What follows belongs to an exercise in optimizing a design on an open flow for small area; a production flow would make more cautious choices. In this exercise RTL edits were held to simulation tests only and were not proved equivalent to the original. No activity file was given, so power comes from the tool's default toggle rates.

`design/flow/design.v`:
```
package motion_pkg;
  localparam int num_motors = 2;
  localparam int word_bits  = 64;
  localparam int acc_bits   = 16;   
  localparam int dur_bits   = 16;   
  localparam int op_bits    = 8;
  localparam int free_bits  = 4;
endpackage
`timescale 1ns/1ps
module motion_core (
  input  logic       buffered_clk,
  input  logic       resetn_in,
  input  logic       sck,
  input  logic       cs_n,
  input  logic       copi,
  output logic       cipo,
  output logic [1:0] step,
  output logic [1:0] dir,
  output logic [1:0] enable_out,
  output logic       buffer_dtr,
  output logic       move_done
);
  logic rst;
  always_ff @(posedge buffered_clk) begin
    rst <= ~resetn_in;
  end
  logic [2:0]  sck_s;
  logic [2:0]  cs_s;
  logic        sck_rise, sck_fall, cs_rise, cs_fall;
  logic [63:0] rx;           
  logic [6:0]  bit_cnt;      
  logic [3:0]  rise_d;       
  logic        cnt64;
  logic        dec;          
  logic [7:0]  op;
  assign sck_rise = sck_s[1] & ~sck_s[2];
  assign sck_fall = ~sck_s[1] & sck_s[2];
  assign cs_rise  = cs_s[1] & ~cs_s[2];
  assign cs_fall  = ~cs_s[1] & cs_s[2];
  assign cnt64    = bit_cnt[6];
  assign dec      = rise_d[3] & cnt64;
  assign op       = rx[63:56];
  always_ff @(posedge buffered_clk) begin
    if (rst) begin
      sck_s <= '0;
      cs_s  <= '1;
    end else begin
      sck_s <= {sck_s[1:0], sck};
      cs_s  <= {cs_s[1:0], cs_n};
    end
  end
  always_ff @(posedge buffered_clk) begin
    rise_d <= {rise_d[2:0], cs_rise};
    if (sck_rise) begin
      rx <= {rx[62:0], copi};
    end
  end
  always_ff @(posedge buffered_clk) begin
    if (rst || cs_fall) begin
      bit_cnt <= '0;
    end else if (sck_fall && !cnt64) begin
      bit_cnt <= bit_cnt + 7'd1;
    end
  end
  logic       push;
  logic [7:0] last_op;
  logic [7:0] moves_done;
  logic       overflow;
  logic       move_complete;
  logic       full;
  logic       is_enable, is_move, is_clear;
  assign is_enable = op == 8'h01;
  assign is_move   = op == 8'h02;
  assign is_clear  = op == 8'h03;
  always_ff @(posedge buffered_clk) begin
    if (rst) begin
      last_op <= '0;
    end else if (dec) begin
      last_op <= op;
    end
  end
  always_ff @(posedge buffered_clk) begin
    if (rst) begin
      push       <= 1'b0;
      enable_out <= '0;
      moves_done <= '0;
      overflow   <= 1'b0;
    end else begin
      push <= dec & is_move & ~full;
      if (dec & is_enable) begin
        enable_out <= rx[49:48];
      end
      if (dec & is_clear) begin
        moves_done <= '0;
      end else if (move_complete) begin
        moves_done <= moves_done + 8'd1;
      end
      if (dec & is_clear) begin
        overflow <= 1'b0;
      end else if (dec & is_move & full) begin
        overflow <= 1'b1;
      end
    end
  end
  logic [49:0] ring [8];
  logic [2:0]  wr_rel, rd_rel;
  logic        empty;
  logic        pop;
  logic        pend;         
  logic        wr_now;
  logic [3:0]  free_slots;
  logic [49:0] head;
  logic        ld;
  assign empty      = (wr_rel == rd_rel) & ~full;
  assign free_slots = {empty, rd_rel - wr_rel};
  assign wr_now     = ((wr_rel == 3'd0) & ~full) | (pend & (wr_rel == 3'd1));
  logic [7:0]  rsel;
  always_comb begin
    for (int i = 0; i < 8; i++) begin
      rsel[i] = ld & (rd_rel == 3'(i));
    end
    head = '0;
    for (int i = 0; i < 8; i++) begin
      head = head | ({50{rsel[i]}} & ring[i]);
    end
  end
  always_ff @(posedge buffered_clk) begin
    for (int i = 0; i < 7; i++) begin
      ring[i] <= ring[i+1];
    end
    ring[7] <= wr_now ? rx[49:0] : ring[0];
  end
  always_ff @(posedge buffered_clk) begin
    if (rst) begin
      wr_rel <= '0;
      rd_rel <= '0;
      full   <= 1'b0;
      pend   <= 1'b0;
    end else begin
      wr_rel <= wr_rel - {2'b0, ~push};
      rd_rel <= rd_rel - {2'b0, ~pop};
      pend   <= push | (pend & (wr_rel != 3'd1));
      if (pop) begin
        full <= 1'b0;
      end else if (push && (wr_rel + 3'd1) == rd_rel) begin
        full <= 1'b1;
      end
    end
  end
  logic [2:0]  st;
  logic [15:0] rem;
  logic [15:0] inc0, inc1, acc0, acc1;
  logic [4:0]  s0, s1;
  logic [3:0]  r_nib;
  logic        c0, c1;       
  logic        b_in, bw;     
  logic        zf;           
  logic        tick, running, chk, rem_last;
  assign ld       = st == 3'b001;
  assign tick     = st == 3'b111;
  assign running  = st[2] | st[1];
  assign pop      = st == 3'b010;
  assign chk      = st[1] & st[0];
  assign s0       = {1'b0, acc0[3:0]} + {1'b0, inc0[3:0]} + {4'b0, c0};
  assign s1       = {1'b0, acc1[3:0]} + {1'b0, inc1[3:0]} + {4'b0, c1};
  assign step     = {tick & s1[4], tick & s0[4]};
  assign b_in     = (st[1:0] == 2'b00) | bw;
  assign r_nib    = rem[3:0] - {3'b0, b_in};
  assign rem_last = st[2] ? (zf & (r_nib == '0)) : (rem == '0);
  assign move_complete = chk & rem_last;
  always_ff @(posedge buffered_clk) begin
    inc0 <= {head[39:32], head[47:40]} | ({16{~ld}} & {inc0[3:0], inc0[15:4]});
    inc1 <= {head[23:16], head[31:24]} | ({16{~ld}} & {inc1[3:0], inc1[15:4]});
    rem  <= {head[7:0], head[15:8]} | ({16{~ld}} & {st[2] ? r_nib : rem[3:0], rem[15:4]});
    acc0 <= {st[2] ? s0[3:0] : 4'b0, acc0[15:4]};
    acc1 <= {st[2] ? s1[3:0] : 4'b0, acc1[15:4]};
    c0   <= st[2] & ~chk & s0[4];
    c1   <= st[2] & ~chk & s1[4];
    bw   <= b_in & (rem[3:0] == '0);
    zf   <= ((st[1:0] == 2'b00) | zf) & (r_nib == '0);
  end
  always_ff @(posedge buffered_clk) begin
    if (rst) begin
      st  <= 3'b000;
      dir <= '0;
    end else begin
      dir <= head[49:48] | ({2{~ld}} & dir);
      if ((st == 3'b000 && empty) || move_complete) begin
        st <= 3'b000;
      end else if (tick) begin
        st <= 3'b100;
      end else begin
        st <= st + 3'd1;
      end
    end
  end
  assign buffer_dtr = ~full;
  assign move_done  = empty & ~running;
  logic [7:0] md_snap;
  logic [3:0] free_snap;
  logic       busy_snap;
  logic [63:0] status;
  always_ff @(posedge buffered_clk) begin
    if (cs_fall) begin
      md_snap   <= moves_done;
      free_snap <= free_slots;
      busy_snap <= running;
    end
  end
  assign status = {last_op, 40'd0, md_snap, free_snap, overflow, busy_snap, enable_out};
  assign cipo   = ~cnt64 & status[~bit_cnt[5:0]];
endmodule
```
`design/flow/flow/run.sh`:
```
#!/bin/bash
set -euo pipefail
export CTS_ARGS="-sink_clustering_enable -repair_clock_nets -sink_clustering_size 10 -sink_clustering_max_diameter 30 -buf_list sky130_fd_sc_hd__clkbuf_4 -dont_use_dummy_load"
export BUFFER_PORTS_ARGS="-buffer_cell sky130_fd_sc_hd__buf_1"
bash standard.sh > flow_make.log 2>&1
```
`design/flow/standard.sh`:
```
#!/bin/bash
# synth_recipe.tcl (not shown) runs the flow's synth.tcl, then flattens the netlist and writes it again
# the make line also repeats each setting of config.mk as NAME=value (left out here)
make -C /OpenROAD-flow-scripts/flow DESIGN_CONFIG=/design/flow/config.mk WORK_HOME=/design/flow/orfs CLKGATE_MAP_FILE= SYNTH_SCRIPT=/design/flow/synth_recipe.tcl "${@:-finish}"
```
`design/flow/config.mk`:
```
export PLATFORM = sky130hd
export DESIGN_NAME = motion_core
export DESIGN_NICKNAME = motion_core
export VERILOG_FILES = /design/flow/design.v
export SDC_FILE = /design/flow/constraint.sdc
export NUM_CORES = 4
export LEC_CHECK = 0
export CAP_MARGIN = 20
export CORE_MARGIN = 2
export CORE_UTILIZATION = 40
export SLEW_MARGIN = 20
```
`design/flow/constraint.sdc`:
```
create_clock -name core_clock -period 10.0 [get_ports {buffered_clk}]
set_input_delay 2.0000 -clock core_clock [delete_from_list [all_inputs] [get_ports {buffered_clk}]]
set_output_delay 2.0000 -clock core_clock [all_outputs]
set_load 0.01 [all_outputs]
```
==> results of run 1 <==
[synth_stat cells, types with 5 or more instances]
master	n
clkbuf_1	53
a21oi_1	29
nand2_1	19
a22o_1	48
mux4_2	7
a221oi_1	50
a31oi_1	8
a22oi_1	54
mux2_2	50
nor3b_1	5
ha_1	23
or4_1	5
inv_1	24
fa_1	5
nor2b_1	8
o21ai_0	6
dfxtp_1	535
nor2_1	38
xor2_1	5
and3_1	7
nand3_1	60
edfxtp_1	77
or2_2	5
buf_2	13
and2_1	9
xnor2_1	12
a222oi_1	48
[power groups by stage]
stage | registers [mW] | clock network, mW | logic, mW
detailed placement | 3.42 | 0 | 0.780
finish | 3.38 | 1.19 | 0.778
CTS | 3.37 | 1.24 | 0.786
floorplan | 3.31 | 0 | 0.568
global placement | 3.41 | 0 | 0.778
global route | 3.44 | 1.35 | 0.866
[through the flow]
step | total power [mW] | hold WS (ns) | utilization, %
2_1_floorplan | 3.88 | 0.310 | -
6_report | 5.35 | 0.275 | 43.4
5_1_grt | 5.65 | 0.280 | 43.4
3_5_place_dp | 4.20 | 0.312 | 41.7
3_3_place_gp | 4.19 | 0.311 | 41.7
4_1_cts | 5.40 | 0.283 | 43.4
[worst paths after layout]
kind / slack, ns / endpoint
max: 5.27 / cipo
min: 0.27 / acc0[9]$_DFF_P_
max reg2reg: 7.03 / dir[0]$_SDFF_PP0_
min reg2reg: 0.27 / acc0[9]$_DFF_P_
[flip-flops by register name, summed over array words and instances, names as in the netlist, 4 cells and up]
signal      cells
rx             64
bit_cnt         7
md_snap         8
acc0           16
acc1           16
inc1           16
last_op         8
inc0           16
ring          400
moves_done      8
free_snap       4
rem            16
rise_d          4
[layer usage]
layer  GRT usage, %  part of all wire, %  routed length (um)
met4           5.79                  2.1                 768
met1           21.7                   46               16800
met2           25.1                   46               16500
met3           3.30                  6.0                2170
met5              0                    0                   0
[critical path: cells and delay by family, from the launching register on]
family / cells / cell delay (ns)
mux: 2 / 1.05
flops: 1 / 0.62
buf+inv: 1 / 0.13
compound gates: 1 / 0.09
simple gates: 1 / 0.10
[final cells by class]
type                       instances  area share (%)
antenna                            3          0.0393
clock buffer                      98            3.85
inverter                          24           0.472
multi-input combinational        542            23.0
sequential                       612            68.2
tap                              592            3.88
timing repair buffer              22           0.609
[cells by family (layout without fill, tap and decap cells)]
logic type	Yosys count	in the layout	synth area share, %
compound gates	259	259	11.8
flops	612	612	73.3
mux	61	61	4.28
buf+inv	95	144	2.18
other cells	0	3	0
fa+ha+maj	28	28	2.18
xor+xnor	17	17	0.838
simple gates	177	177	5.37
==> impl_metrics.toml, run 1 <==
[run_status]
outcome = "finished clean"

[cells_and_area]
final_cell_mix = "535 x dfxtp_1, 98 x clkbuf_4, 77 x edfxtp_1"
seq_area_um2 = 13000
syn_to_final_growth_pct = 7.52
nNetsFinal = 1333
fillers = 4006
multi_input_area_um2 = 4390
instances_no_fill = 1893
final_cell_area_um2 = 19100
drive_above_1_share_pct = 14.1
final_common_cell = "dfxtp_1"

[setup_path]
cp_slowest_stage_delay_ns = 0.62
crit_path_start_kind = "flop"
critPathArrivalTime_ns = 2.73
worstSetupPathType = "flop to output port"
cpMostUsedCell = "mux4_2"
path_cells = "mux4_2, mux4_2, nand4b_1, o21ai_0, buf_1"
cp_max_fo = 9
crit_slowest_cell = "dfxtp_1"
crit_required_ns = 8.00
setup.worst_path.start = "bit_cnt[0]$_SDFFE_PP0P_"
endpoint_kind = "output port"
reg2reg_depth = 7
r2r-start = "st[1]$_SDFF_PP0_"

[power_and_ir_drop]
switching_share_pct = 28.1
p_leak_nw = 7.30
p_seq_share_pct = 63.2
p_comb_share_pct = 14.5
powerDensity_nw_per_um2 = 280
vdd_ir_drop_max_v = 0.0000976
switchingPower_mw = 1.50
clkPwrFrac_pct = 22.3
p_int_mw = 3.85

[die]
dieArea_um2 = 46100
core_um2 = 44000
die_h_um = 215
rows = 77
start_util_pct = 40.3
die_w_um = 215
ios = 14

[synthesis]
yosysTopAreaCellShare_pct = 60.3
synth_cell_types = 50
synth_ff_type = "dfxtp_1"
async_flop_share_pct = 0
syn-instance-count = 1249
ys_top_cells_by_area = "dfxtp_1 60%, edfxtp_1 13%, mux2_2 3.2%"
ys_ff_latch = 612
synth_edf_count = 77
syn_area_um2 = 17800
post-synth-top-area-cell = "dfxtp_1"
ys_seq_area_share_pct = 73.3
synth_nets = 1282
avgSynthCellArea_um2 = 14.2
ys_warn_count = 2

[sta]
finalCritPeriodShare_pct = 47.3
fin_ws_ns = 5.27
fmaxAchievable_mhz = 211
hold_viol = 0
fin_tns_setup_ns = 0
final.setup_skew_ns = 0.0809
slew_viol_final = 0
relSlewSlack_pct = 36.0
tightestPinTransition_ns = 0.959
rsz0062_at_grt = "no"
fin_crit_ns = 4.73
setup_viol_count_final = 0

[clock_tree]
cts.repair.resized = 0
htree_levels = 3
tritoncts = "built"
hold_buffers = 0
clk_latency_ns = 0.79
cts_made_buffers = 98
cts_buffer_depth = 3
cts.sinks = 612
cts_setup_buffers = 0
root_buffer = "clkbuf_4"
cts.reportedPaths.clkPinSlew_ns = 0.09

[drt]
wirelength_mm = 36.3
antenna_left = 0
vias = 10200
post-route-drc-count = 0
drt_iter0_markers = 854
via_per_inst = 5.37
post_drt_wl_per_cell_um = 19.2
drt-pass1-iter-count = 5

[global_routing]
grt_pass1_wl_mm = 57.9
grt_max_degree = 65
grt_use_total_pct = 15.9
overflow = 0
grt_pass1_vias = 10400
antenna_found_initial = 2

[worst_hold_path]
min-delay-start = "acc0[13]$_SDFF_PN0_"
worstHoldPathCells = 0
worstHoldPathType = "flop to flop"

[placed_design]
gp_congestion = 0.747
place_ws_ns = 5.98
portBuffers = 13
dpl.hpwl_mm = 19.7
place_inst = 1792
dpl_cell_area_um2 = 18400

[run]
maxCapViolCount = 0
==> inputs of run 2 (changes only) <==
==> design/flow/run.sh (new file) <==
#!/bin/bash
# synth_recipe.tcl (not shown) runs the flow's synth.tcl, then flattens the netlist and writes it again
# the make line also repeats each setting of config.mk as NAME=value (left out here)
make -C /OpenROAD-flow-scripts/flow DESIGN_CONFIG=/design/flow/config.mk WORK_HOME=/design/flow/orfs CLKGATE_MAP_FILE= SYNTH_SCRIPT=/design/flow/synth_recipe.tcl finish
--- a/design/flow/config.mk
+++ b/design/flow/config.mk
@@ -10,2 +10,5 @@
 export CORE_UTILIZATION = 40
+export CTS_BUF_LIST = sky130_fd_sc_hd__clkbuf_8
+export CTS_CLUSTER_DIAMETER = 50
+export CTS_CLUSTER_SIZE = 16
 export SLEW_MARGIN = 20
removed: design/flow/flow/run.sh
removed: design/flow/standard.sh
==> run 2 against run 1 <==
- still clean on timing, DRC and antenna
- register-to-register slack improved by 0.10 ns
- sequential power is essentially flat
- first-iteration DRC count shrank 5.6%
- cell count decreased by 1.1%
- global-route usage down 0.34 points
- worst hold slack gained 0.043 ns
- clock power rose by 8%
- critical path depth did not move
- setup slack lost 0.24 ns
- total power is 1.8% higher
- final area grew 1.1%
==> impl_metrics.toml, run 2 <==
[run_status]
outcome = "finished clean"

[sta]
fmaxAchievable_mhz = 201
setup_viol_count_final = 0
hold_viol = 0
tightestPinTransition_ns = 0.988
finalCritPeriodShare_pct = 49.7
final.setup_skew_ns = 0.0275
rsz0062_at_grt = "no"
fin_crit_ns = 4.97
relSlewSlack_pct = 34.1
fin_tns_setup_ns = 0
fin_ws_ns = 5.03
whs_ns = 0.317
slew_viol_final = 0

[die]
ios = 14
rows = 77
die_h_um = 215
dieArea_um2 = 46100
die_w_um = 215
core_um2 = 44000
start_util_pct = 40.3

[cells_and_area]
nNetsFinal = 1280
final_common_cell = "dfxtp_1"
top_register = "ring"
syn_to_final_growth_pct = 8.70
n_antenna_cell = 0
final_cell_mix = "535 x dfxtp_1, 77 x edfxtp_1, 60 x nand3_1"
drive_above_1_share_pct = 11.1
largest_register_ffs = 400
largest_registers = "ring (400), rx (64)"
final_util_pct = 43.9
instances_no_fill = 1873

[power_and_ir_drop]
powerDensity_nw_per_um2 = 282
switchingPower_mw = 1.53
p_int_mw = 3.91
p_leak_nw = 7.40
switching_share_pct = 28.1
clkPwrFrac_pct = 23.6
vdd_ir_drop_max_v = 0.000121
p_comb_share_pct = 14.4
p_seq_share_pct = 62.1

[drt]
drt-pass1-iter-count = 9
vias = 9829
drt_iter0_markers = 806
post_drt_wl_per_cell_um = 19.3
post-route-drc-count = 0
antenna_left = 0
wirelength_mm = 36.1
via_per_inst = 5.25

[clock_tree]
clk_latency_ns = 0.61
cts_setup_buffers = 0
tritoncts = "built"
root_buffer = "clkbuf_8"
cts.reportedPaths.clkPinSlew_ns = 0.10
cts.repair.resized = 0
cts_buffer_depth = 3
cts.sinks = 612
cts_made_buffers = 47
hold_buffers = 0
htree_levels = 2

[synthesis]
ys_ff_latch = 612
post-synth-top-area-cell = "dfxtp_1"
ys_warn_count = 2
syn-instance-count = 1249
synth_edf_count = 77
synth_cell_types = 50
yosysTopAreaCellShare_pct = 60.3
synth_ff_type = "dfxtp_1"
synth_common_cells = "535 x dfxtp_1, 77 x edfxtp_1, 60 x nand3_1, 54 x a22oi_1, 53 x clkbuf_1"
ys_seq_area_share_pct = 73.3
synth_most_common_cell = "dfxtp_1"
avgSynthCellArea_um2 = 14.2
ys_top_cells_by_area = "dfxtp_1 60%, edfxtp_1 13%, mux2_2 3.2%"
async_flop_share_pct = 0
syn_area_um2 = 17800
synth_nets = 1282

[setup_path]
crit_required_ns = 8.00
reg2reg_depth = 8
endpoint_kind = "output port"
crit_path_start_kind = "flop"
cp_max_fo = 9
critPathArrivalTime_ns = 2.97
r2r_end = "inc0[0]$_DFF_P_"
worstSetupPathType = "flop to output port"
setup.worst_path.start = "bit_cnt[0]$_SDFFE_PP0P_"
r2r-start = "st[1]$_SDFF_PP0_"
r2r_setup_slack_ns = 7.13
setup.worst_path.end = "cipo"

[placed_design]
gp_congestion = 0.765
place_inst = 1790
dpl.hpwl_mm = 19.2
portBuffers = 13
place_ws_ns = 5.64

[global_routing]
grt_use_total_pct = 15.6
overflow = 0
grt_pass1_wl_mm = 57.0
antenna_found_initial = 0
grt_pass1_vias = 9918
grt_max_degree = 65

[worst_hold_path]
worstHoldPathType = "flop to flop"

[run]
maxCapViolCount = 0
run 2: per-stage QoR:
step                      cell area (um^2)  power (mW)
after floorplan                      17800        3.88
after global placement               18400        4.20
after detailed placement             18400        4.21
after CTS                            19300        5.49
after global routing                 19300        5.73
final                                19300        5.44
run 2: cell type report:
cell class / count / area [um^2]
inverter: 24 / 90.1
fill: 3980 / 24700
tap: 592 / 741
clock inverter: 32 / 180
multi-input combinational: 542 / 4390
timing repair buffer: 20 / 183
sequential: 612 / 13000
clock buffer: 51 / 702
run 2: worst min-delay path by stage:
stage	from	endpoint	slack (ns)	cells after the start
3_3_place_gp	rise_d[0]$_DFF_P_	rise_d[1]$_DFF_P_	0.31	0
6_report	rise_d[0]$_DFF_P_	rise_d[1]$_DFF_P_	0.32	0
4_1_cts	rise_d[0]$_DFF_P_	rise_d[1]$_DFF_P_	0.32	0
5_1_grt	rise_d[0]$_DFF_P_	rise_d[1]$_DFF_P_	0.33	0
2_1_floorplan	acc0[4]$_DFF_P_	acc0[0]$_DFF_P_	0.31	0
3_5_place_dp	acc1[10]$_DFF_P_	acc1[6]$_DFF_P_	0.31	0
run 2: logic make-up after synthesis:
family	synth area share, %
flops	73.3
compound gates	11.8
buf+inv	2.18
fa+ha+maj	2.18
mux	4.28
xor+xnor	0.838
simple gates	5.37
run 2: worst max-delay path, cell delays in order (launching register included):
cell and delay (ns):
dfxtp_1 0.64, mux4_2 0.57, mux4_2 0.48, nand4b_1 0.11
o21ai_0 0.09, clkdlybuf4s50_1 0.48
run 2: metal layers:
metal | track usage, % | vias up | part of all wire, %
met5 | 0 | - | 0
met4 | 3.91 | 0 | 1.7
met1 | 21.9 | 4944 | 47
met3 | 2.53 | 45 | 4.9
li1 | - | 4644 | -
met2 | 25.2 | 196 | 46
run 2: power by group through the flow:
stage	Clock [mW]	Sequential [mW]	Combinational [mW]
after floorplan	0	3.31	0.568
after global placement	0	3.41	0.784
after detailed placement	0	3.42	0.786
after CTS	1.33	3.38	0.792
after global routing	1.43	3.44	0.862
final	1.28	3.38	0.781
==> inputs of run 3 (changes only) <==
--- a/design/flow/design.v
+++ b/design/flow/design.v
@@ -43,9 +43,4 @@
   always_ff @(posedge buffered_clk) begin
-    if (rst) begin
-      sck_s <= '0;
-      cs_s  <= '1;
-    end else begin
-      sck_s <= {sck_s[1:0], sck};
-      cs_s  <= {cs_s[1:0], cs_n};
-    end
+    sck_s <= {sck_s[1:0], sck};
+    cs_s  <= {cs_s[1:0], cs_n};
   end
@@ -75,2 +70,5 @@
   always_ff @(posedge buffered_clk) begin
+    push <= dec & is_move & ~full;
+  end
+  always_ff @(posedge buffered_clk) begin
     if (rst) begin
@@ -83,3 +81,2 @@
     if (rst) begin
-      push       <= 1'b0;
       enable_out <= '0;
@@ -88,3 +85,2 @@
     end else begin
-      push <= dec & is_move & ~full;
       if (dec & is_enable) begin
@@ -127,2 +123,5 @@
   always_ff @(posedge buffered_clk) begin
+    pend <= push | (pend & (wr_rel != 3'd1));
+  end
+  always_ff @(posedge buffered_clk) begin
     for (int i = 0; i < 7; i++) begin
@@ -137,3 +136,2 @@
       full   <= 1'b0;
-      pend   <= 1'b0;
     end else begin
@@ -141,3 +139,2 @@
       rd_rel <= rd_rel - {2'b0, ~pop};
-      pend   <= push | (pend & (wr_rel != 3'd1));
       if (pop) begin
==> design/flow/flow/run.sh (new file) <==
#!/bin/bash
set -euo pipefail
export CTS_ARGS="-sink_clustering_enable -repair_clock_nets -sink_clustering_size 16 -sink_clustering_max_diameter 50 -buf_list sky130_fd_sc_hd__clkbuf_8 -dont_use_dummy_load"
export BUFFER_PORTS_ARGS="-buffer_cell sky130_fd_sc_hd__buf_1"
bash standard.sh > flow_make.log 2>&1
==> design/flow/standard.sh (new file) <==
#!/bin/bash
# synth_recipe.tcl (not shown) runs the flow's synth.tcl, then flattens the netlist and writes it again
# the make line also repeats each setting of config.mk as NAME=value (left out here)
make -C /OpenROAD-flow-scripts/flow DESIGN_CONFIG=/design/flow/config.mk WORK_HOME=/design/flow/orfs CLKGATE_MAP_FILE= SYNTH_SCRIPT=/design/flow/synth_recipe.tcl "${@:-finish}"
removed: design/flow/run.sh
==> run 3 against run 2 <==
- maximum frequency up 7.6%
- cell count down 2.0%
- combinational power up 0.9%
- wire length down 1.6%
- sequential share of layout area up 1.2 points
- critical endpoint unchanged
==> impl_metrics.toml, run 3 <==
[drt]
via_per_inst = 5.30
vias = 9728
drt-pass1-iter-count = 5
wirelength_mm = 35.5
antenna_left = 0
post_drt_wl_per_cell_um = 19.3
drt_iter0_markers = 916
post-route-drc-count = 0

[sta]
rsz0062_at_grt = "no"
fmaxAchievable_mhz = 216
relSlewSlack_pct = 29.5
final.setup_skew_ns = 0.0899
fin_crit_ns = 4.62
setup_viol_count_final = 0
whs_ns = 0.296
fin_tns_setup_ns = 0
tightestPinTransition_ns = 1.06
slew_viol_final = 0
fin_ws_ns = 5.38
hold_viol = 0
finalCritPeriodShare_pct = 46.2

[placed_design]
gp_congestion = 0.777
dpl.hpwl_mm = 19.3
portBuffers = 13
dpl_cell_area_um2 = 18300
place_ws_ns = 5.95

[cells_and_area]
largest_registers = "ring (400), rx (64)"
top_register = "ring"
nNetsFinal = 1279
largest_register_ffs = 400
syn_to_final_growth_pct = 7.26
n_antenna_cell = 0
final_cell_mix = "535 x dfxtp_1, 77 x edfxtp_1, 56 x a22oi_1"
final_common_cell = "dfxtp_1"
final_cell_area_um2 = 19000
drive_above_1_share_pct = 10.8

[synthesis]
syn_area_um2 = 17700
ys_seq_area_share_pct = 73.6
synth_common_cells = "535 x dfxtp_1, 77 x edfxtp_1, 56 x a22oi_1, 53 x nand3_1, 50 x mux2_2"
ys_top_cells_by_area = "dfxtp_1 61%, edfxtp_1 13%, mux2_2 3.2%"
syn-instance-count = 1240
avgSynthCellArea_um2 = 14.3
synth_cell_types = 51
post-synth-top-area-cell = "dfxtp_1"
synth_nets = 1273
async_flop_share_pct = 0
yosysTopAreaCellShare_pct = 60.5
ys_ff_latch = 612
synth_ff_type = "dfxtp_1"
synth_edf_count = 77
synth_most_common_cell = "dfxtp_1"
ys_warn_count = 2

[setup_path]
critPathArrivalTime_ns = 2.62
crit_required_ns = 8.00
cp_max_fo = 9
r2r-start = "st[0]$_SDFF_PP0_"
crit_path_start_kind = "flop"
endpoint_kind = "output port"
critical_path.n_buffers_inverters = 1
crit_slowest_cell = "dfxtp_1"
worstSetupPathType = "flop to output port"
path_cells = "mux4_2, mux4_2, nand4b_1, o21ai_0, buf_1"
setup.worst_path.start = "bit_cnt[0]$_SDFFE_PP0P_"
cp_top_family = "multiplexers"
cp_slowest_stage_delay_ns = 0.62
cpMostUsedCell = "mux4_2"

[power_and_ir_drop]
p_seq_share_pct = 64.0
p_comb_share_pct = 14.6
clkPwrFrac_pct = 21.4
switching_share_pct = 27.6
p_leak_nw = 7.20
switchingPower_mw = 1.49
power_mw = 5.39
vdd_ir_drop_max_v = 0.000113
p_int_mw = 3.90
powerDensity_nw_per_um2 = 284

[clock_tree]
cts.sinks = 612
hold_buffers = 0
cts.repair.resized = 0
root_buffer = "clkbuf_8"
cts_buffer_depth = 3
cts.reportedPaths.clkPinSlew_ns = 0.09
cts_made_buffers = 49
clk_latency_ns = 0.65
htree_levels = 2
tritoncts = "built"
cts_setup_buffers = 0

[worst_hold_path]
worstHoldPathType = "flop to flop"
min-delay-start = "acc1[15]$_SDFF_PN0_"

[global_routing]
grt_max_degree = 65
grt_pass1_wl_mm = 56.2
use_met1_pct = 22.1
grt_use_total_pct = 15.4
overflow = 0
use_met3_pct = 3.18
grt_pass1_vias = 9819
antenna_found_initial = 0
grt_busiest_layer = "met2"
use_met2_pct = 23.7

[run]
maxCapViolCount = 0

[die]
dieArea_um2 = 45900
die_h_um = 214
rows = 77
core_um2 = 43900
ios = 14
die_w_um = 214
start_util_pct = 40.3

[run_status]
outcome = "finished clean"
-- run 3: path summary, 6_finish.rpt --
path,endpoint,slack [ns],cells after the start
max reg2reg,st[0]$_SDFF_PP0_,7.02,10
min reg2reg,acc1[11]$_DFF_P_,0.30,0
max,cipo,5.38,5
min,acc1[11]$_DFF_P_,0.30,0
-- run 3: per-stage QoR --
step,utilization (%),cells
floorplan,-,1240
global placement,41.7,1787
detailed placement,41.7,1787
CTS,43.2,1836
global route,43.2,1836
finish,43.2,1836
-- run 3: kinds of logic (layout without fill, tap and decap cells) --
group / Yosys count / count (layout) / synth area share, %
adders and majority gates: 28 / 28 / 2.19
AOI/OAI and AO/OA: 255 / 255 / 11.7
buffers and inverters: 94 / 98 / 2.17
xor gates and xnor gates: 17 / 17 / 0.841
muxes: 61 / 61 / 4.30
DFF: 612 / 612 / 73.6
and+or+nand+nor: 173 / 173 / 5.17
-- run 3: power groups by stage --
stage	logic, mW	clock network, mW	registers [mW]
final	0.788	1.15	3.45
after global routing	0.882	1.30	3.51
after floorplan	0.584	0	3.38
after detailed placement	0.791	0	3.49
after global placement	0.792	0	3.47
after CTS	0.798	1.20	3.45
-- run 3: area by class of cell --
type / count / area (um^2)
clock buffer: 49 / 674
fill: 3987 / 25000
inverter: 26 / 97.6
multi-input combinational: 534 / 4320
sequential: 612 / 13000
tap: 592 / 741
timing repair buffer: 23 / 124
-- run 3: metal layers --
| layer | vias to the layer above | part of all wire, % | wire (um) |
|---|---|---|---|
| li1 | 4570 | - | - |
| met1 | 4873 | 48 | 17100 |
| met2 | 230 | 44 | 15700 |
| met3 | 55 | 5.7 | 2040 |
| met4 | 0 | 1.9 | 684 |
| met5 | - | 0 | 0 |
==> inputs of run 4 (changes only) <==
--- a/design/flow/config.mk
+++ b/design/flow/config.mk
@@ -9,6 +9,3 @@
 export CORE_MARGIN = 2
-export CORE_UTILIZATION = 40
-export CTS_BUF_LIST = sky130_fd_sc_hd__clkbuf_8
-export CTS_CLUSTER_DIAMETER = 50
-export CTS_CLUSTER_SIZE = 16
+export CORE_UTILIZATION = 60
 export SLEW_MARGIN = 20
==> run 4 against run 3 <==
- synthesized area unchanged
- non-clock buffer count decreased by 1
- still clean on timing, DRC and antenna
- cell count decreased by 11%
==> impl_metrics.toml, run 4 <==
[synthesis]
synth_simple_gate_area_share_pct = 5.17
synth_nets = 1273
synth_top_family_by_area = "compound AO/OA/AOI/OAI gates"
synth_edf_count = 77
synth_fa_ha_area_share_pct = 2.19
syn-instance-count = 1240
synth_xor_area_share_pct = 0.841
ys_seq_area_share_pct = 73.6
ys_warn_count = 2
synth_cell_types = 51
synth_compound_area_share_pct = 11.7
syn_area_um2 = 17700
synth_common_cells = "535 x dfxtp_1, 77 x edfxtp_1, 56 x a22oi_1, 53 x nand3_1, 50 x mux2_2"
synth_ff_type = "dfxtp_1"
post-synth-top-area-cell = "dfxtp_1"
ys_ff_latch = 612
avgSynthCellArea_um2 = 14.3
ys_top_cells_by_area = "dfxtp_1 61%, edfxtp_1 13%, mux2_2 3.2%"
synth_most_common_cell = "dfxtp_1"
muxShareOfSynthArea_pct = 4.30
yosysTopAreaCellShare_pct = 60.5
async_flop_share_pct = 0

[clock_tree]
clk_latency_ns = 0.59
root_buffer = "clkbuf_8"
cts_made_buffers = 47
cts.repair.resized = 0
cts_setup_buffers = 0
tritoncts = "built"
cts_buffer_depth = 3
htree_levels = 2
hold_buffers = 0
cts.sinks = 612
cts.reportedPaths.clkPinSlew_ns = 0.10

[worst_hold_path]
hold_path_end = "acc0[7]$_DFF_P_"
min-delay-start = "acc0[11]$_DFF_P_"
worstHoldPathType = "flop to flop"
worstHoldPathCells = 0

[setup_path]
endpoint_kind = "output port"
r2r_setup_slack_ns = 7.06
critPathArrivalTime_ns = 2.56
reg2reg_depth = 10
r2r_end = "st[0]$_SDFF_PP0_"
r2r-start = "st[0]$_SDFF_PP0_"
worstSetupPathType = "flop to output port"
crit_required_ns = 8.00
cp_max_fo = 9
crit_path_start_kind = "flop"

[power_and_ir_drop]
p_leak_nw = 7.18
vdd_ir_drop_max_v = 0.000171
powerDensity_nw_per_um2 = 286

[sta]
hold_viol = 0
slew_viol_final = 0
fin_crit_ns = 4.56
whs_ns = 0.310
rsz0062_at_grt = "no"
final.setup_skew_ns = 0.0497
fmaxAchievable_mhz = 219
tightestPinTransition_ns = 1.04
relSlewSlack_pct = 30.4
setup_viol_count_final = 0
finalCritPeriodShare_pct = 45.6
fin_tns_setup_ns = 0

[drt]
via_per_inst = 5.92
post_drt_wl_per_cell_um = 20.9
wirelength_mm = 33.9
post-route-drc-count = 0
drt_iter0_markers = 781
drt-pass1-iter-count = 9
vias = 9622
antenna_left = 0

[cells_and_area]
nNetsFinal = 1276
largest_register_ffs = 400
drive_above_1_share_pct = 10.6
top_register = "ring"
n_antenna_cell = 0
fillers = 2201
largest_registers = "ring (400), rx (64)"
syn_to_final_growth_pct = 5.59
final_cell_mix = "535 x dfxtp_1, 77 x edfxtp_1, 56 x a22oi_1"
final_common_cell = "dfxtp_1"
seq_area_um2 = 13000
multi_input_area_um2 = 4320

[run_status]
outcome = "finished clean"

[placed_design]
gp_congestion = 0.765
portBuffers = 13
dpl.hpwl_mm = 18.6

[global_routing]
grt_max_degree = 65
antenna_found_initial = 0
grt_pass1_vias = 9735
grt_pass1_wl_mm = 54.4
overflow = 0
grt_use_total_pct = 22.4

[die]
start_util_pct = 61.3
rows = 62
die_h_um = 176
core_um2 = 28900
dieArea_um2 = 30900
ios = 14
die_w_um = 176

[run]
maxCapViolCount = 0
## run 4: cell count changes in the layout (fill, tap and decap cells not counted)
cell	delta
buf_4	-1
clkbuf_8	-2
## run 4: worst max path at each step
| stage | cells past startpoint | from | to |
|---|---|---|---|
| 2_1_floorplan | 5 | bit_cnt[0]$_SDFFE_PP0P_ | cipo |
| 3_3_place_gp | 5 | bit_cnt[0]$_SDFFE_PP0P_ | cipo |
| 4_1_cts | 5 | bit_cnt[0]$_SDFFE_PP0P_ | cipo |
| 6_report | 5 | bit_cnt[0]$_SDFFE_PP0P_ | cipo |
| 5_1_grt | 5 | bit_cnt[0]$_SDFFE_PP0P_ | cipo |
| 3_5_place_dp | 5 | bit_cnt[0]$_SDFFE_PP0P_ | cipo |
## run 4: worst max-delay path, cell delays in order, from the launching register on
cell      delay [ns]
dfxtp_1         0.63
mux4_2          0.56
mux4_2          0.49
nand4b_1        0.11
o21ai_0         0.08
buf_1           0.13
## run 4: logic make-up after synthesis
family | after synthesis
DFF | 612
AOI/OAI and AO/OA | 255
and+or+nand+nor | 173
buffers and inverters | 94
muxes | 61
adders and majority gates | 28
xor gates and xnor gates | 17
## run 4: where the power goes
| part | total (mW) | switching (mW) | internal [mW] |
|---|---|---|---|
| logic | 0.784 | 0.442 | 0.342 |
| clock network | 1.12 | 0.701 | 0.422 |
| registers | 3.44 | 0.324 | 3.12 |
| total | 5.35 | 1.47 | 3.88 |
## run 4: layout make-up
type / instances / share of cell area (%)
Sequential cell: 612 / 69.7
Multi-Input combinational cell: 534 / 23.1
Clock buffer: 47 / 3.46
Tap cell: 384 / 2.57
Timing Repair Buffer: 22 / 0.623
Inverter: 26 / 0.522
## run 4: metrics by stage
stage	area, um^2	power [mW]	worst slack (ns)	util [%]	std cells
after floorplan	17700	3.96	6.28	-	1240
after global placement	18000	4.26	6.01	62.5	1578
after detailed placement	18000	4.28	6.01	62.5	1578
after CTS	18700	5.40	5.37	64.7	1625
after global routing	18700	5.63	5.26	64.8	1625
final	18700	5.35	5.44	64.8	1625
## run 4: metal layers
| layer | up-vias | part of all wire (%) | global-route usage (%) |
|---|---|---|---|
| li1 | 4561 | - | - |
| met1 | 4801 | 49 | 32.6 |
| met2 | 216 | 45 | 35.8 |
| met3 | 44 | 4.4 | 3.07 |
| met4 | 0 | 1.7 | 5.51 |
| met5 | - | 0 | 0 |
==> inputs of run 5 (changes only) <==
--- a/design/flow/design.v
+++ b/design/flow/design.v
@@ -62,2 +62,3 @@
   logic [7:0] moves_done;
+  logic [3:0] md_wait;
   logic       overflow;
@@ -83,2 +84,3 @@
       moves_done <= '0;
+      md_wait    <= '0;
       overflow   <= 1'b0;
@@ -90,4 +92,12 @@
         moves_done <= '0;
+        md_wait    <= '0;
+      end else if (cs_s[1]) begin
+        if (move_complete || md_wait != '0) begin
+          moves_done <= moves_done + 8'd1;
+        end
+        if (md_wait != '0 && !move_complete) begin
+          md_wait <= md_wait - 4'd1;
+        end
       end else if (move_complete) begin
-        moves_done <= moves_done + 8'd1;
+        md_wait <= md_wait + 4'd1;
       end
@@ -195,3 +205,2 @@
   assign move_done  = empty & ~running;
-  logic [7:0] md_snap;
   logic [3:0] free_snap;
@@ -201,3 +210,2 @@
     if (cs_fall) begin
-      md_snap   <= moves_done;
       free_snap <= free_slots;
@@ -206,3 +214,3 @@
   end
-  assign status = {last_op, 40'd0, md_snap, free_snap, overflow, busy_snap, enable_out};
+  assign status = {last_op, 40'd0, moves_done, free_snap, overflow, busy_snap, enable_out};
   assign cipo   = ~cnt64 & status[~bit_cnt[5:0]];
==> design/flow/flow/run.sh (replaced) <==
#!/bin/bash
set -euo pipefail
export CTS_ARGS="-sink_clustering_enable -repair_clock_nets -sink_clustering_size 10 -sink_clustering_max_diameter 45 -buf_list sky130_fd_sc_hd__clkbuf_4 -dont_use_dummy_load"
export BUFFER_PORTS_ARGS="-buffer_cell sky130_fd_sc_hd__buf_1"
bash standard.sh > flow_make.log 2>&1
--- a/design/flow/config.mk
+++ b/design/flow/config.mk
@@ -9,3 +9,3 @@
 export CORE_MARGIN = 2
-export CORE_UTILIZATION = 60
+export CORE_UTILIZATION = 40
 export SLEW_MARGIN = 20
==> run 5 against run 4 <==
- synthesized area is 0.42% lower
- sequential power hardly changed
- combinational power is 4.5% higher
- clock skew is 0.032 ns higher
- critical path type unchanged
- critical endpoint unchanged
==> impl_metrics.toml, run 5 <==
[run_status]
outcome = "finished clean"

[die]
core_um2 = 43300
ios = 14
die_w_um = 214
rows = 76
die_h_um = 214
start_util_pct = 40.7
dieArea_um2 = 45700

[synthesis]
ys_ff_latch = 608
synth_most_common_cell = "dfxtp_1"
ys_seq_area_share_pct = 73.0
ys_warn_count = 2
synth_edf_count = 69
synth_cell_types = 53
async_flop_share_pct = 0
synth_ff_type = "dfxtp_1"
synth_common_cells = "539 x dfxtp_1, 69 x edfxtp_1, 55 x clkbuf_1, 53 x nand3_1, 51 x a22oi_1"
ys_top_cells_by_area = "dfxtp_1 61%, edfxtp_1 12%, mux2_2 3.2%"
synth_nets = 1289
avgSynthCellArea_um2 = 14.1
syn-instance-count = 1253
post-synth-top-area-cell = "dfxtp_1"
yosysTopAreaCellShare_pct = 61.2
syn_area_um2 = 17600

[clock_tree]
cts.repair.resized = 0
cts_setup_buffers = 0
cts_buffer_depth = 3
htree_levels = 3
cts_made_buffers = 72
clk_latency_ns = 0.75
tritoncts = "built"
root_buffer = "clkbuf_4"
cts.reportedPaths.clkPinSlew_ns = 0.09
cts.sinks = 608
hold_buffers = 0

[run]
maxCapViolCount = 0

[cells_and_area]
drive_above_1_share_pct = 12.9
final_cell_mix = "539 x dfxtp_1, 72 x clkbuf_4, 69 x edfxtp_1"
largest_registers = "ring (400), rx (64)"
nNetsFinal = 1329
final_common_cell = "dfxtp_1"
syn_to_final_growth_pct = 7.16
top_register = "ring"
final_util_pct = 43.6
largest_register_ffs = 400

[sta]
final.setup_skew_ns = 0.0821
relSlewSlack_pct = 34.6
fin_tns_setup_ns = 0
fmaxAchievable_mhz = 212
hold_viol = 0
fin_ws_ns = 5.28
fin_crit_ns = 4.72
rsz0062_at_grt = "no"
slew_viol_final = 0
tightestPinTransition_ns = 0.981
setup_viol_count_final = 0
finalCritPeriodShare_pct = 47.2

[setup_path]
path_cells = "mux4_2, mux4_2, a31oi_1, nor2_1, buf_1"
cp_max_fo = 9
worstSetupPathType = "flop to output port"
setup.worst_path.start = "bit_cnt[0]$_SDFFE_PP0P_"
crit_path_start_kind = "flop"
cp_slowest_stage_delay_ns = 0.61
cpMostUsedCell = "mux4_2"
crit_slowest_cell = "dfxtp_1"
endpoint_kind = "output port"
crit_required_ns = 8.00
critPathArrivalTime_ns = 2.72
r2r-start = "st[0]$_SDFF_PP0_"

[placed_design]
portBuffers = 13
dpl.hpwl_mm = 18.7
gp_congestion = 0.734
place_ws_ns = 5.96

[global_routing]
grt_pass1_vias = 10100
grt_pass1_wl_mm = 56.8
grt_max_degree = 65
antenna_found_initial = 2
grt_use_total_pct = 16.0
overflow = 0

[power_and_ir_drop]
vdd_ir_drop_max_v = 0.0000989
power_mw = 5.31
p_leak_nw = 7.25
powerDensity_nw_per_um2 = 281

[drt]
drt-pass1-iter-count = 8
wirelength_mm = 35.2
antenna_left = 0
post-route-drc-count = 0
via_per_inst = 5.29
vias = 9946
drt_iter0_markers = 902
post_drt_wl_per_cell_um = 18.7

[worst_hold_path]
worstHoldPathType = "flop to flop"
min-delay-start = "acc0[5]$_DFF_P_"
## run 5: changes by cell type after synthesis, moves of 7 or more
cell	delta
buf_2	-16
nor2_1	+9
clkbuf_1	+8
edfxtp_1	-8
nand2_1	+8
or4_1	-7
## run 5: logic make-up (layout without fill, tap and decap cells)
logic type | count (synthesis) | in the layout | share of synthesized area (%)
and+or+nand+nor | 185 | 185 | 5.25
other | 0 | 3 | 0
adders and majority gates | 31 | 31 | 2.46
buffers and inverters | 90 | 128 | 1.94
xor gates and xnor gates | 25 | 25 | 1.24
DFF | 608 | 608 | 73.0
muxes | 63 | 63 | 4.43
AOI/OAI and AO/OA | 251 | 251 | 11.7
## run 5: routing by layer
metal / GRT usage, % / vias to the layer above / share of wire (%)
met1: 21.8 / 4930 / 47
met5: 0 / - / 0
met3: 3.09 / 62 / 5.1
li1: - / 4702 / -
met4: 4.86 / 0 / 1.6
met2: 25.8 / 252 / 46
## run 5: worst max-delay path: cells and delay by family (launching register included)
family          cells  cell delay [ns]
simple gates        1             0.06
mux                 2             1.05
flops               1             0.61
buf+inv             1             0.13
compound gates      1             0.19
## run 5: power breakdown
part	internal (mW)	leakage (nW)	switching, mW
Combinational	0.348	1.76	0.471
Sequential	3.11	5.17	0.338
Clock	0.334	0.331	0.718
Total	3.79	7.25	1.53
## run 5: worst paths after layout
path	slack (ns)	cells past startpoint	endpoint
worst min register to register	0.29	0	acc0[1]$_DFF_P_
worst max-delay path	5.28	5	cipo
worst max register to register	6.90	12	moves_done[5]$_SDFFE_PP0P_
worst min-delay path	0.29	0	acc0[1]$_DFF_P_
## run 5: final cells by class
type,count,area (um^2)
fill,3895,24400
timing repair buffer,26,146
inverter,30,113
clock buffer,72,541
tap,585,732
antenna,3,7.51
sequential,608,12900
multi-input combinational,555,4480
## run 5: metrics by stage
stage               instance area (um^2)  std cells  hold WS, ns
floorplan                          17600       1253        0.310
global placement                   18300       1804        0.311
detailed placement                 18300       1804        0.312
CTS                                18900       1876        0.292
global route                       18900       1879        0.318
finish                             18900       1879        0.294
==> inputs of run 6 (changes only) <==
==> design/flow/flow/run.sh (replaced) <==
#!/bin/bash
set -euo pipefail
export CTS_ARGS="-sink_clustering_enable -repair_clock_nets -sink_clustering_size 10 -sink_clustering_max_diameter 60 -buf_list sky130_fd_sc_hd__clkbuf_4 -dont_use_dummy_load"
export BUFFER_PORTS_ARGS="-buffer_cell sky130_fd_sc_hd__buf_1"
bash standard.sh > flow_make.log 2>&1
==> run 6 against run 5 <==
- still clean
- global-route usage barely moved
- largest cell class unchanged
- sequential power barely moved
- maximum frequency barely moved
- critical path type unchanged
- core utilization barely moved
==> impl_metrics.toml, run 6 <==
[sta]
final.setup_skew_ns = 0.0598
slew_viol_final = 0
fmaxAchievable_mhz = 212
finalCritPeriodShare_pct = 47.2
hold_viol = 0
relSlewSlack_pct = 34.7
fin_tns_setup_ns = 0
setup_viol_count_final = 0
tightestPinTransition_ns = 0.980
rsz0062_at_grt = "no"
fin_crit_ns = 4.72

[cells_and_area]
largest_register_ffs = 400
multi_input_area_um2 = 4480
final_cell_mix = "539 x dfxtp_1, 70 x clkbuf_4, 69 x edfxtp_1"
nNetsFinal = 1327
largest_registers = "ring (400), rx (64)"
drive_above_1_share_pct = 12.7
fillers = 3902
final_common_cell = "dfxtp_1"
seq_area_um2 = 12900
syn_to_final_growth_pct = 7.06
top_register = "ring"

[drt]
drt_iter0_markers = 867
post_drt_wl_per_cell_um = 18.7
wirelength_mm = 35.2
via_per_inst = 5.30
antenna_left = 0
wl_met3_mm = 1.81
post-route-drc-count = 0
top_layer = "met4"
vias = 9939
wl_met2_mm = 16.0
wl_met1_mm = 16.7
drt-pass1-iter-count = 6

[clock_tree]
cts.reportedPaths.clkPinSlew_ns = 0.10
hold_buffers = 0
tritoncts = "built"
cts_made_buffers = 70
htree_levels = 3
cts.repair.resized = 0
clk_latency_ns = 0.73
cts_buffer_depth = 3
root_buffer = "clkbuf_4"
cts_setup_buffers = 0
cts.sinks = 608

[worst_hold_path]
worstHoldPathType = "flop to flop"
min-delay-start = "acc0[5]$_DFF_P_"

[synthesis]
avgSynthCellArea_um2 = 14.1
syn-instance-count = 1253
ys_ff_latch = 608
syn_area_um2 = 17600
synth_nets = 1289
synth_edf_count = 69
synth_common_cells = "539 x dfxtp_1, 69 x edfxtp_1, 55 x clkbuf_1, 53 x nand3_1, 51 x a22oi_1"
async_flop_share_pct = 0
ys_seq_area_share_pct = 73.0
post-synth-top-area-cell = "dfxtp_1"
synth_most_common_cell = "dfxtp_1"
synth_cell_types = 53
yosysTopAreaCellShare_pct = 61.2
synth_ff_type = "dfxtp_1"
ys_warn_count = 2
ys_top_cells_by_area = "dfxtp_1 61%, edfxtp_1 12%, mux2_2 3.2%"

[setup_path]
crit_required_ns = 8.00
setup.worst_path.start = "bit_cnt[0]$_SDFFE_PP0P_"
cp_slowest_stage_delay_ns = 0.62
critical_path.n_buffers_inverters = 1
critPathArrivalTime_ns = 2.72
crit_cells = 5
reg2reg_depth = 12
cp_top_family = "multiplexers"
cp_max_fo = 9
r2r-start = "st[0]$_SDFF_PP0_"
path_cells = "mux4_2, mux4_2, a31oi_1, nor2_1, buf_1"
setup.worst_path.end = "cipo"
r2r_end = "moves_done[5]$_SDFFE_PP0P_"
endpoint_kind = "output port"
crit_slowest_cell = "dfxtp_1"
r2r_setup_slack_ns = 6.92
worstSetupPathType = "flop to output port"
crit_path_start_kind = "flop"
cpMostUsedCell = "mux4_2"

[die]
die_w_um = 214
rows = 76
dieArea_um2 = 45700
die_h_um = 214
ios = 14
start_util_pct = 40.7
core_um2 = 43300

[run]
maxCapViolCount = 0

[placed_design]
gp_congestion = 0.734
dpl.hpwl_mm = 18.7
portBuffers = 13

[power_and_ir_drop]
powerDensity_nw_per_um2 = 281
p_leak_nw = 7.24
vdd_ir_drop_max_v = 0.000113
power_mw = 5.31

[global_routing]
grt_pass1_wl_mm = 56.6
grt_use_total_pct = 16.0
overflow = 0
grt_pass1_vias = 10200
antenna_found_initial = 2
grt_max_degree = 65

[run_status]
outcome = "finished clean"
-- run 6: where the power goes --
group / switching, mW / internal [mW] / total, mW
clock: 0.716 / 0.325 / 1.04
sequential: 0.339 / 3.11 / 3.44
combinational: 0.474 / 0.347 / 0.821
total: 1.53 / 3.78 / 5.31
-- run 6: stage by stage --
stage	instance area (um^2)	util [%]	cells	hold WS (ns)	setup slack, ns
6_report	18900	43.6	1876	0.299	5.28
2_1_floorplan	17600	-	1253	0.310	6.10
4_1_cts	18900	43.6	1874	0.292	5.18
3_3_place_gp	18300	42.4	1804	0.311	5.96
5_1_grt	18900	43.6	1876	0.306	5.07
3_5_place_dp	18300	42.4	1804	0.312	5.96
-- run 6: routing by layer --
metal / global-route usage, % / vias up
met5: 0 / -
met4: 5.53 / 0
met1: 21.7 / 4934
li1: - / 4709
met2: 25.5 / 235
met3: 3.27 / 61
-- run 6: kinds of logic (layout without fill, tap and decap cells) --
family	after synthesis	in the layout	share of synthesized area [%]
AO/OA/AOI/OAI	251	251	11.7
multiplexers	63	63	4.43
adder cells (fa/ha/maj)	31	31	2.46
buffers and inverters	90	126	1.94
XOR/XNOR	25	25	1.24
flip-flops	608	608	73.0
AND/OR/NAND/NOR	185	185	5.25
other	0	2	0
-- run 6: final cells by class --
| cell class | instances | area share (%) |
|---|---|---|
| antenna | 2 | 0.0265 |
| clock buffer | 70 | 2.79 |
| inverter | 30 | 0.597 |
| multi-input combinational | 555 | 23.8 |
| sequential | 608 | 68.2 |
| tap | 585 | 3.88 |
| timing repair buffer | 26 | 0.776 |
-- run 6: worst min-delay path by stage --
stage	to	cells past startpoint
2_1_floorplan	acc0[0]$_DFF_P_	0
3_3_place_gp	acc1[11]$_DFF_P_	0
3_5_place_dp	rise_d[3]$_DFF_P_	0
4_1_cts	acc0[1]$_DFF_P_	0
5_1_grt	ring[0][0]$_DFF_P_	0
6_report	acc0[1]$_DFF_P_	0
==> inputs of run 7 (changes only) <==
==> design/flow/flow/run.sh (replaced) <==
#!/bin/bash
set -euo pipefail
export CTS_ARGS="-sink_clustering_enable -repair_clock_nets -sink_clustering_size 11 -sink_clustering_max_diameter 45 -buf_list sky130_fd_sc_hd__clkbuf_4 -dont_use_dummy_load"
export BUFFER_PORTS_ARGS="-buffer_cell sky130_fd_sc_hd__buf_1"
bash standard.sh > flow_make.log 2>&1
==> run 7 against run 6 <==
- still clean on timing, DRC and antenna
- worst hold slack improved by 0.0058 ns
- first-iteration DRC count fell by 2.9%
- clock skew rose by 0.013 ns
- clock power hardly changed
- critical endpoint unchanged
- largest power group unchanged
==> impl_metrics.toml, run 7 <==
[run_status]
outcome = "finished clean"

[synthesis]
async_flop_share_pct = 0
synth_ff_type = "dfxtp_1"
avgSynthCellArea_um2 = 14.1
synth_most_common_cell = "dfxtp_1"
ys_warn_count = 2
yosysTopAreaCellShare_pct = 61.2
syn-instance-count = 1253
synth_edf_count = 69
synth_nets = 1289
ys_top_cells_by_area = "dfxtp_1 61%, edfxtp_1 12%, mux2_2 3.2%"
syn_area_um2 = 17600
synth_cell_types = 53
synth_common_cells = "539 x dfxtp_1, 69 x edfxtp_1, 55 x clkbuf_1, 53 x nand3_1, 51 x a22oi_1"
ys_ff_latch = 608
ys_seq_area_share_pct = 73.0
post-synth-top-area-cell = "dfxtp_1"

[power_and_ir_drop]
p_leak_nw = 7.23
p_comb_share_pct = 15.5
switching_share_pct = 28.7
p_int_mw = 3.76
vdd_ir_drop_max_v = 0.0000978
powerDensity_nw_per_um2 = 280
clkPwrFrac_pct = 19.2
switchingPower_mw = 1.51
p_seq_share_pct = 65.2

[sta]
fin_crit_ns = 4.69
slew_viol_final = 0
fin_ws_ns = 5.31
hold_viol = 0
setup_viol_count_final = 0
tightestPinTransition_ns = 0.983
whs_ns = 0.305
finalCritPeriodShare_pct = 46.9
final.setup_skew_ns = 0.0727
fin_tns_setup_ns = 0
rsz0062_at_grt = "no"
relSlewSlack_pct = 34.5
fmaxAchievable_mhz = 213

[clock_tree]
clk_latency_ns = 0.71
htree_levels = 3
cts_buffer_depth = 3
hold_buffers = 0
cts_setup_buffers = 0
cts.reportedPaths.clkPinSlew_ns = 0.10
cts_made_buffers = 67
tritoncts = "built"
cts.repair.resized = 0
root_buffer = "clkbuf_4"
cts.sinks = 608

[drt]
antenna_left = 0
post-route-drc-count = 0
wirelength_mm = 35.0
post_drt_wl_per_cell_um = 18.7
drt-pass1-iter-count = 8
vias = 9910
drt_iter0_markers = 842
via_per_inst = 5.29

[placed_design]
dpl.hpwl_mm = 18.7
portBuffers = 13
gp_congestion = 0.734
place_ws_ns = 5.96

[setup_path]
crit_required_ns = 8.00
cp_max_fo = 9
crit_slowest_cell = "dfxtp_1"
path_cells = "mux4_2, mux4_2, a31oi_1, nor2_1, buf_1"
worstSetupPathType = "flop to output port"
reg2reg_depth = 12
r2r_end = "moves_done[5]$_SDFFE_PP0P_"
cpMostUsedCell = "mux4_2"
cp_slowest_stage_delay_ns = 0.61
r2r-start = "st[0]$_SDFF_PP0_"
endpoint_kind = "output port"
critPathArrivalTime_ns = 2.69
crit_path_start_kind = "flop"
r2r_setup_slack_ns = 6.90

[cells_and_area]
multi_input_area_um2 = 4480
largest_register_ffs = 400
syn_to_final_growth_pct = 6.92
final_cell_mix = "539 x dfxtp_1, 69 x edfxtp_1, 67 x clkbuf_4"
fillers = 3899
seq_area_um2 = 12900
top_register = "ring"
largest_registers = "ring (400), rx (64)"
final_common_cell = "dfxtp_1"
drive_above_1_share_pct = 12.5
nNetsFinal = 1324

[worst_hold_path]
hold_path_end = "acc0[1]$_DFF_P_"
min-delay-start = "acc0[5]$_DFF_P_"
worstHoldPathType = "flop to flop"
worstHoldPathCells = 0

[global_routing]
grt_max_degree = 65
grt_pass1_wl_mm = 56.5
antenna_found_initial = 1
grt_pass1_vias = 10100
overflow = 0
grt_use_total_pct = 15.9

[die]
core_um2 = 43300
rows = 76
die_h_um = 214
start_util_pct = 40.7
dieArea_um2 = 45700
ios = 14
die_w_um = 214

[run]
maxCapViolCount = 0
run 7: cell count changes in the layout (fill, tap and decap cells not counted), sizes merged:
cell	previous run	this run
diode	2	1
clkbuf	70	67
run 7: power groups by stage:
stage / sequential [mW] / combinational [mW] / clock, mW
after floorplan: 3.37 / 0.598 / 0
after CTS: 3.44 / 0.834 / 1.06
after detailed placement: 3.49 / 0.830 / 0
final: 3.44 / 0.820 / 1.01
after global routing: 3.52 / 0.919 / 1.16
after global placement: 3.47 / 0.824 / 0
run 7: layout make-up:
cell class              instances  share of cell area [%]
flip-flops and latches        608                    68.3
multi-input cells             555                    23.8
well taps                     585                    3.88
clock buffers                  67                    2.67
repair buffers                 26                   0.777
inverters                      30                   0.598
diodes                          1                  0.0133
run 7: worst max path at each step:
stage	startpoint	slack (ns)	depth (start not counted)	to
2_1_floorplan	bit_cnt[0]$_SDFFE_PP0P_	6.10	5	cipo
3_3_place_gp	bit_cnt[0]$_SDFFE_PP0P_	5.96	5	cipo
3_5_place_dp	bit_cnt[0]$_SDFFE_PP0P_	5.96	5	cipo
4_1_cts	bit_cnt[0]$_SDFFE_PP0P_	5.20	5	cipo
5_1_grt	bit_cnt[0]$_SDFFE_PP0P_	5.11	5	cipo
6_report	bit_cnt[0]$_SDFFE_PP0P_	5.31	5	cipo
run 7: worst max-delay path, delay by kind of cell (launching register included):
kind | cells | cell delay [ns]
mux | 2 | 1.05
flops | 1 | 0.61
compound gates | 1 | 0.19
buf+inv | 1 | 0.12
simple gates | 1 | 0.06
run 7: logic make-up (layout without fill, tap and decap cells):
logic type	count (synthesis)	count (layout)	share of synthesized area, %
adders and majority gates	31	31	2.46
and+or+nand+nor	185	185	5.25
other	0	1	0
muxes	63	63	4.43
xor gates and xnor gates	25	25	1.24
buffers and inverters	90	123	1.94
AOI/OAI and AO/OA	251	251	11.7
DFF	608	608	73.0
run 7: stage by stage:
step	util (%)	total power, mW	cell area [um^2]	std cells
final	43.5	5.28	18800	1872
after global routing	43.5	5.59	18800	1872
after CTS	43.5	5.34	18800	1871
after detailed placement	42.4	4.32	18300	1804
after global placement	42.4	4.30	18300	1804
after floorplan	-	3.97	17600	1253
run 7: per-layer routing:
metal	track usage (%)	wire length (um)
met5	0	0
met1	21.6	16500
met2	25.8	16100
met3	3.05	1870
met4	4.69	558
==> inputs of run 8 (changes only) <==
==> design/flow/flow/run.sh (replaced) <==
#!/bin/bash
set -euo pipefail
export CTS_ARGS="-sink_clustering_enable -repair_clock_nets -sink_clustering_size 16 -sink_clustering_max_diameter 50 -buf_list sky130_fd_sc_hd__clkbuf_8 -dont_use_dummy_load"
export BUFFER_PORTS_ARGS="-buffer_cell sky130_fd_sc_hd__buf_1"
bash standard.sh > flow_make.log 2>&1
--- a/design/flow/config.mk
+++ b/design/flow/config.mk
@@ -10,2 +10,5 @@
 export CORE_UTILIZATION = 40
+export CTS_BUF_LIST = sky130_fd_sc_hd__clkbuf_8
+export CTS_CLUSTER_DIAMETER = 50
+export CTS_CLUSTER_SIZE = 16
 export SLEW_MARGIN = 20
==> run 8 against run 7 <==
- synthesized area unchanged
- still clean
- largest cell class unchanged
- maximum frequency up 1.2%
- core utilization up 0.33 points
- global-route usage down 0.17 points
- critical path type unchanged
- synthesized cell count unchanged
- register-to-register slack about the same
- combinational power about the same
- first-iteration DRC count up 8.9%
- worst hold slack better by 0.015 ns
- clock-buffer cell count down 20
==> impl_metrics.toml, run 8 <==
[global_routing]
antenna_found_initial = 0
grt_pass1_wl_mm = 56.0
grt_use_total_pct = 15.7
grt_pass1_vias = 9882
overflow = 0
grt_max_degree = 65

[sta]
slew_viol_final = 0
relSlewSlack_pct = 35.0
fmaxAchievable_mhz = 216
rsz0062_at_grt = "no"
hold_viol = 0
fin_tns_setup_ns = 0
whs_ns = 0.320
final.setup_skew_ns = 0.0467
finalCritPeriodShare_pct = 46.3
tightestPinTransition_ns = 0.975
setup_viol_count_final = 0
fin_crit_ns = 4.63

[die]
rows = 76
die_h_um = 214
start_util_pct = 40.7
die_w_um = 214
core_um2 = 43300
dieArea_um2 = 45700
ios = 14

[placed_design]
dpl_cell_area_um2 = 18300
dpl.hpwl_mm = 18.7
portBuffers = 13
gp_congestion = 0.734

[synthesis]
ys_top_cells_by_area = "dfxtp_1 61%, edfxtp_1 12%, mux2_2 3.2%"
ys_warn_count = 2
synth_cell_types = 53
async_flop_share_pct = 0
yosysTopAreaCellShare_pct = 61.2
ys_ff_latch = 608
synth_nets = 1289
avgSynthCellArea_um2 = 14.1
syn_area_um2 = 17600
syn-instance-count = 1253
synth_ff_type = "dfxtp_1"
synth_most_common_cell = "dfxtp_1"
post-synth-top-area-cell = "dfxtp_1"
synth_edf_count = 69
ys_seq_area_share_pct = 73.0
synth_common_cells = "539 x dfxtp_1, 69 x edfxtp_1, 55 x clkbuf_1, 53 x nand3_1, 51 x a22oi_1"

[drt]
vias = 9832
drt-pass1-iter-count = 8
drt_iter0_markers = 917
antenna_left = 0
post-route-drc-count = 0
via_per_inst = 5.31
post_drt_wl_per_cell_um = 19.0
wirelength_mm = 35.1

[setup_path]
crit_path_start_kind = "flop"
crit_slowest_cell = "dfxtp_1"
path_cells = "mux4_2, mux4_2, a31oi_1, nor2_1, buf_1"
cp_max_fo = 9
endpoint_kind = "output port"
r2r_setup_slack_ns = 6.90
cp_slowest_stage_delay_ns = 0.62
reg2reg_depth = 12
r2r_end = "moves_done[5]$_SDFFE_PP0P_"
r2r-start = "st[0]$_SDFF_PP0_"
worstSetupPathType = "flop to output port"
critical_path.n_buffers_inverters = 1
critPathArrivalTime_ns = 2.63
cpMostUsedCell = "mux4_2"
crit_required_ns = 8.00
cp_top_family = "multiplexers"

[cells_and_area]
final_cell_mix = "539 x dfxtp_1, 69 x edfxtp_1, 53 x nand3_1"
drive_above_1_share_pct = 11.1
final_common_cell = "dfxtp_1"
largest_register_ffs = 400
final_cell_area_um2 = 19000
largest_registers = "ring (400), rx (64)"
top_register = "ring"
syn_to_final_growth_pct = 7.73
nNetsFinal = 1304
n_antenna_cell = 0

[power_and_ir_drop]
p_comb_share_pct = 15.2
clkPwrFrac_pct = 21.0
p_int_mw = 3.88
powerDensity_nw_per_um2 = 284
p_leak_nw = 7.26
switching_share_pct = 28.2
p_seq_share_pct = 63.8
switchingPower_mw = 1.52
vdd_ir_drop_max_v = 0.000102

[clock_tree]
clk_latency_ns = 0.60
cts.sinks = 608
cts.reportedPaths.clkPinSlew_ns = 0.10
cts_setup_buffers = 0
cts.repair.resized = 0
cts_made_buffers = 47
hold_buffers = 0
root_buffer = "clkbuf_8"
htree_levels = 2
tritoncts = "built"
cts_buffer_depth = 3

[worst_hold_path]
worstHoldPathCells = 0
hold_path_end = "acc0[1]$_DFF_P_"
min-delay-start = "acc0[5]$_DFF_P_"
worstHoldPathType = "flop to flop"

[run_status]
outcome = "finished clean"

[run]
maxCapViolCount = 0
==> run 8: kinds of logic (layout without fill, tap and decap cells) <==
kind of cell	after synthesis	count (layout)	synth area share, %
simple gates	185	185	5.25
compound gates	251	251	11.7
buf+inv	90	103	1.94
fa+ha+maj	31	31	2.46
flops	608	608	73.0
mux	63	63	4.43
xor+xnor	25	25	1.24
==> run 8: layer usage <==
layer  GRT usage (%)  share of wire (%)  routed length (um)
met5               0                  0                   0
met2            25.3                 46               16000
met1            21.7                 47               16500
met4            4.43                1.9                 676
met3            2.97                5.5                1940
==> run 8: power groups by stage <==
stage	Clock, mW	Combinational (mW)	Sequential, mW
4_1_cts	1.18	0.834	3.44
6_report	1.13	0.823	3.44
5_1_grt	1.26	0.920	3.52
2_1_floorplan	0	0.598	3.37
3_5_place_dp	0	0.830	3.49
3_3_place_gp	0	0.824	3.47
==> run 8: how the worst max path moves through the flow <==
stage | from | to | slack [ns] | cells past startpoint
after global routing | bit_cnt[0]$_SDFFE_PP0P_ | cipo | 5.19 | 5
after floorplan | bit_cnt[0]$_SDFFE_PP0P_ | cipo | 6.10 | 5
after global placement | bit_cnt[0]$_SDFFE_PP0P_ | cipo | 5.96 | 5
after detailed placement | bit_cnt[0]$_SDFFE_PP0P_ | cipo | 5.96 | 5
after CTS | bit_cnt[0]$_SDFFE_PP0P_ | cipo | 5.29 | 5
final | bit_cnt[0]$_SDFFE_PP0P_ | cipo | 5.37 | 5
==> run 8: cell type report <==
| type | instances | area (um^2) |
|---|---|---|
| Clock buffer | 47 | 647 |
| Tap cell | 585 | 732 |
| Sequential cell | 608 | 12900 |
| Multi-Input combinational cell | 555 | 4480 |
| Timing Repair Buffer | 26 | 146 |
| Fill cell | 3877 | 24300 |
| Inverter | 30 | 113 |
==> run 8: per-stage QoR <==
step	instances	util [%]	setup WS (ns)	total power, mW
final	1851	43.9	5.37	5.40
after global routing	1851	43.9	5.19	5.70
after CTS	1851	43.9	5.29	5.45
after detailed placement	1804	42.4	5.96	4.32
after global placement	1804	42.4	5.96	4.30
after floorplan	1253	-	6.10	3.97
==> run 8: worst reg2reg max path: stages, from the launching register on <==
cell and delay (ns):
dfxtp_1 0.38, inv_1 0.09, ha_1 0.24, or2_2 0.33, ha_1 0.22, ha_1 0.29
nand2_1 0.08, nor3_1 0.20, a21oi_2 0.15, nor3_4 0.28, nor2_2 0.14, or4_1 0.51
a21oi_1 0.14

re-timing with driven ports:
The results above use ideal ports. As a check the final layouts listed here were re-extracted and re-timed, cells and wires unchanged.
Step 1 assumes that a clkbuf_16 drives the clock port and a buf_2 every other input.
Step 2 moves the port delays by t, midway between the first and last clock arrival at a register: inputs arrive t later, outputs are due t later. That takes back most of the time a late clock gives input paths.
Three values: no drivers, after step 1, after step 2; two values: the first two.
run | t, ns | setup WS [ns] | slew at the worst register clock pin (ns)
run 1 | 0.784 | 5.271 / 5.218 / 6.003 | 0.11 / 0.11
run 2 | 0.649 | 5.031 / 4.978 / 5.627 | 0.10 / 0.10
run 3 | 0.662 | 5.381 / 5.326 / 5.988 | 0.10 / 0.10
run 4 | 0.609 | 5.443 / 5.394 / 6.003 | 0.10 / 0.10
run 5 | 0.756 | 5.283 / 5.233 / 5.989 | 0.11 / 0.11
run 6 | 0.748 | 5.283 / 5.236 / 5.985 | 0.12 / 0.12
run 7 | 0.721 | 5.310 / 5.264 / 5.984 | 0.12 / 0.12
run 8 | 0.624 | 5.368 / 5.315 / 5.939 | 0.10 / 0.10
After both steps setup and hold are still met in every run listed.
